From an optimization exercise on the open Yosys and OpenROAD flow, aimed at small area, a short achievable clock period and few clock cycles per item; shortcuts taken in it are not production practice.
Where RTL was checked, it was by simulation tests only, not by an equivalence proof against the original.

== run A ==
// mul_unit
module mul_unit (
   input  logic     clk,
   input  logic     reset,
   input  logic     op_valid,
   input  mul_pkg::operand_t op_a,
   input  mul_pkg::operand_t op_b,
   output logic     busy,
   output mul_pkg::word_t    res_word,
   output logic     res_valid,
   output logic     res_last
);
For scale: about 2700 cells after synthesis, ~130 I/O pins.
clock: 33.0 ns
lec_check: 0
abc_area: 1
cap_margin: 20
core_margin: 2
core_utilization: 40
slew_margin: 20
synth_hierarchical: 1
standard.sh (not shown) runs the stock make flow with config.mk's settings and CLKGATE_MAP_FILE= SYNTH_SCRIPT=/design/flow/synth_recipe.tcl, a recipe that flattens the netlist after the stock synthesis.
==> flow/flow/run.sh <==
#!/bin/bash
# The standard layout, with buf_2 cells as the port buffers instead of the default
# clkdlybuf4s50_1 (smaller and faster). Each make step logs into orfs/logs as usual; the
# make output itself goes to standard.log.
set -euo pipefail
export BUFFER_PORTS_ARGS="-buffer_cell sky130_fd_sc_hd__buf_2"
bash standard.sh > standard.log 2>&1
Run A reached the final stage; the timing, design-rule and antenna checks on its layout passed.
For run B, these inputs were changed with respect to run A:
==> flow/run.sh (new file) <==
#!/bin/bash
# synth_recipe.tcl (not shown) runs the flow's synth.tcl, then flattens the netlist and writes it again
# the make line also repeats each setting of config.mk as NAME=value (left out here)
make -C /OpenROAD-flow-scripts/flow DESIGN_CONFIG=/design/flow/config.mk WORK_HOME=/design/flow/orfs CLKGATE_MAP_FILE= SYNTH_SCRIPT=/design/flow/synth_recipe.tcl finish
removed: flow/flow/run.sh
removed: flow/standard.sh
[summary]
Comparing run B and run A, worst hold slack across all endpoints is lower on run B.
Run B vs run A — final instance area climbed by a few percent
In run B, the setup slack came out 350 ps below the value in run A.
Looking at run B and run A, the number of core rows is a wash.
Run A -> run B: post-detailed-placement half-perimeter wirelength flat
Period utilization: run B > run A
Function was not checked in any run of this note: the RTL went through the layout flow alone.


== v26 ==
Another version of the RTL of mul_unit (not shown whole).
For scale: roughly 2,700 cells after synthesis, roughly 130 I/O pins, ~25,000 um2 of cells after synthesis.
## mul_unit
module mul_unit (
   input  logic     clk,
   input  logic     reset,
   input  logic     op_valid,
   input  mul_pkg::operand_t op_a,
   input  mul_pkg::operand_t op_b,
   output logic     busy,
   output mul_pkg::word_t    res_word,
   output logic     res_valid,
   output logic     res_last
);
   logic ph_k0, ph_k1, ph_k2;
   mul_pkg::operand_t a_q;
   logic [mul_pkg::DIGIT_W/2-1:0] sel_one, sel_two, sel_neg;
   logic              sel_top;
   mul_pkg::operand_t addend;
   mul_pkg::acc_t     step_sum;
   mul_pkg::acc_t     acc_q;
   mul_pkg::digit_t   low_q;
   operand_issue operand_issue_i (
      .clk     (clk),
      .reset   (reset),
      .op_valid(op_valid),
      .op_a    (op_a),
      .op_b    (op_b),
      .busy    (busy),
      .ph_k0   (ph_k0),
      .ph_k1   (ph_k1),
      .ph_k2   (ph_k2),
      .a_q     (a_q),
      .sel_one (sel_one),
      .sel_two (sel_two),
      .sel_neg (sel_neg),
      .sel_top (sel_top)
   );
   array_multiplier array_multiplier_i (
      .a      (a_q),
      .sel_one(sel_one),
      .sel_two(sel_two),
      .sel_neg(sel_neg),
      .sel_top(sel_top),
      .addend (addend),
      .sum    (step_sum)
   );
   product_fifo product_fifo_i (
      .clk      (clk),
      .ph_k0    (ph_k0),
      .step_sum (step_sum),
      .addend   (addend),
      .acc_q    (acc_q),
      .low_q    (low_q)
   );
   word_serializer word_serializer_i (
      .clk      (clk),
      .reset    (reset),
      .ph_k1    (ph_k1),
      .ph_k2    (ph_k2),
      .step_sum (step_sum),
      .acc_q    (acc_q),
      .low_q    (low_q),
      .res_word (res_word),
      .res_valid(res_valid),
      .res_last (res_last)
   );
endmodule
export LEC_CHECK = 0
export ABC_AREA = 1
export CAP_MARGIN = 20
export CORE_MARGIN = 2
export CORE_UTILIZATION = 40
export SLEW_MARGIN = 20
export SYNTH_HIERARCHICAL = 1
create_clock -name core_clock -period 33.0 [get_ports {clk}]
==> flow/flow/run.sh <==
#!/bin/bash
# The standard layout, with buf_2 cells as the port buffers instead of the default
# clkdlybuf4s50_1 (smaller and faster). Each make step logs into orfs/logs as usual; the
# make output itself goes to standard.log.
set -euo pipefail
export BUFFER_PORTS_ARGS="-buffer_cell sky130_fd_sc_hd__buf_2"
bash standard.sh > standard.log 2>&1
Testbench counts of v26, summed over its fixed seeds: cycles 4,824, items 1,600.
diff inputs: v26 => v15
diff --git a/flow/config.mk b/flow/config.mk
--- a/flow/config.mk
+++ b/flow/config.mk
@@ -11 +11,3 @@
-export CORE_UTILIZATION = 40
+export CORE_UTILIZATION = 55
+export CTS_CLUSTER_DIAMETER = 150
+export CTS_CLUSTER_SIZE = 22
[summary]
Summary of the comparison: share of cell area taken by multi-input logic gates is higher in v15, relative to v26. Compared with v26, v15 shows total of plain and repair buffers excluding clock buffers that has gone up slightly. Global-route wire length before repair, v26 and v15, higher one = v15. Sort v26 and v15 by endpoint arrival time on the critical path, descending, and v26 comes first. Looking at cell area across v26 and v15, the one that comes out lower is v15. [compare] base=v26 new=v15: relative area of non-clock buffer cells in the final design now larger; wire length comparable.
Setup changes, v15 to v34
diff --git a/flow/config.mk b/flow/config.mk
--- a/flow/config.mk
+++ b/flow/config.mk
@@ -11 +11 @@
-export CORE_UTILIZATION = 55
+export CORE_UTILIZATION = 70
Results
- Compared with v15, in v34 pin count of the biggest net entering global routing increased about 1.3%; die area lower.
- Between v34 and v15, the vertical die dimension is higher for v15.
- When v34 is set beside v15, its die extent in x turns out to be about 11% smaller.
- When the final numbers for v34 and v15 were put side by side, the wire length of the first global-routing pass turned out to be greater in v15.
- Timing, DRC, antenna: 0 failures across v34 and v15
Relative to v34, the following input files were edited for v47:
==> flow/flow/run.sh <==
#!/bin/bash
# The standard layout with smaller, faster port buffers: buffer_ports inserts buf_2 cells
# instead of the default clkdlybuf4s50_1, and after global placement the input ports'
# buffers become buf_1 cells (flow/small_inbuf.tcl). Every port keeps its buffer.
# The make output goes to standard.log; each step logs into orfs/logs as usual.
set -euo pipefail
export BUFFER_PORTS_ARGS="-buffer_cell sky130_fd_sc_hd__buf_2"
export POST_GLOBAL_PLACE_TCL="$(pwd)/flow/small_inbuf.tcl"
bash standard.sh > standard.log 2>&1
==> flow/flow/small_inbuf.tcl (new file) <==
# Sourced after global placement (POST_GLOBAL_PLACE_TCL). The port buffers are buf_2 cells;
# the input ports' buffers each drive a register input or a gate close by and have plenty of
# slack, so they become buf_1 cells. Output port buffers stay buf_2.
set block [ord::get_db_block]
set n 0
foreach bt [$block getBTerms] {
  if {[$bt getIoType] ne "INPUT" || [$bt getName] eq "clk"} { continue }
  set net [$bt getNet]
  foreach it [$net getITerms] {
    set inst [$it getInst]
    if {[[$inst getMaster] getName] eq "sky130_fd_sc_hd__buf_2"} {
      replace_cell [$inst getName] sky130_fd_sc_hd__buf_1
      incr n
    }
  }
}
puts "small_inbuf: $n input port buffers are now buf_1"
diff --git a/flow/config.mk b/flow/config.mk
--- a/flow/config.mk
+++ b/flow/config.mk
@@ -11 +11 @@
-export CORE_UTILIZATION = 70
+export CORE_UTILIZATION = 40
[summary]
Diff v34 -> v47: setup slack of the critical path after layout now smaller.
Taking v47 as 1.0, v34 lands at 0.891 on number of cells after detailed placement.
Delta (v47 minus v34): number of diodes added for antenna fixing now sits higher; synthesis-to-layout area growth now sits higher; logic depth of the worst path, buffers included now sits at about the same level; via count now sits lower.
[v47 vs v34] shortest period the worst path allows: higher in v47

re-timing with driven ports:
Ports are ideal in the flow. The routed layouts listed here were re-timed in OpenROAD. Step 1, drivers: a clkbuf_16 drives clk and a buf_2 each remaining input, both assumed. Step 2 also shifts input and output timing later by t, the mid clock arrival at the registers, as if the neighbouring blocks saw the same clock. Three values: no drivers, after step 1, after step 2; two values: the first two.
run | shift t [ns] | setup slack, ns | worst setup path at the end | cell pins on the clock port's net
run A | 0.550 | 25.303 / 25.246 / 25.379 | register to register | 1
run B | 0.560 | 24.952 / 24.891 / 25.349 | register to register | 1
v26 | 0.649 | 25.350 / 25.287 / 25.790 | input to register | 1
v15 | 0.575 | 25.405 / 25.347 / 25.810 | input to register | 1
v34 | 0.567 | 25.433 / 25.374 / 25.797 | input to register | 1
v47 | 0.577 | 25.415 / 25.356 / 25.794 | input to register | 1
After both steps every run listed still meets setup and hold.
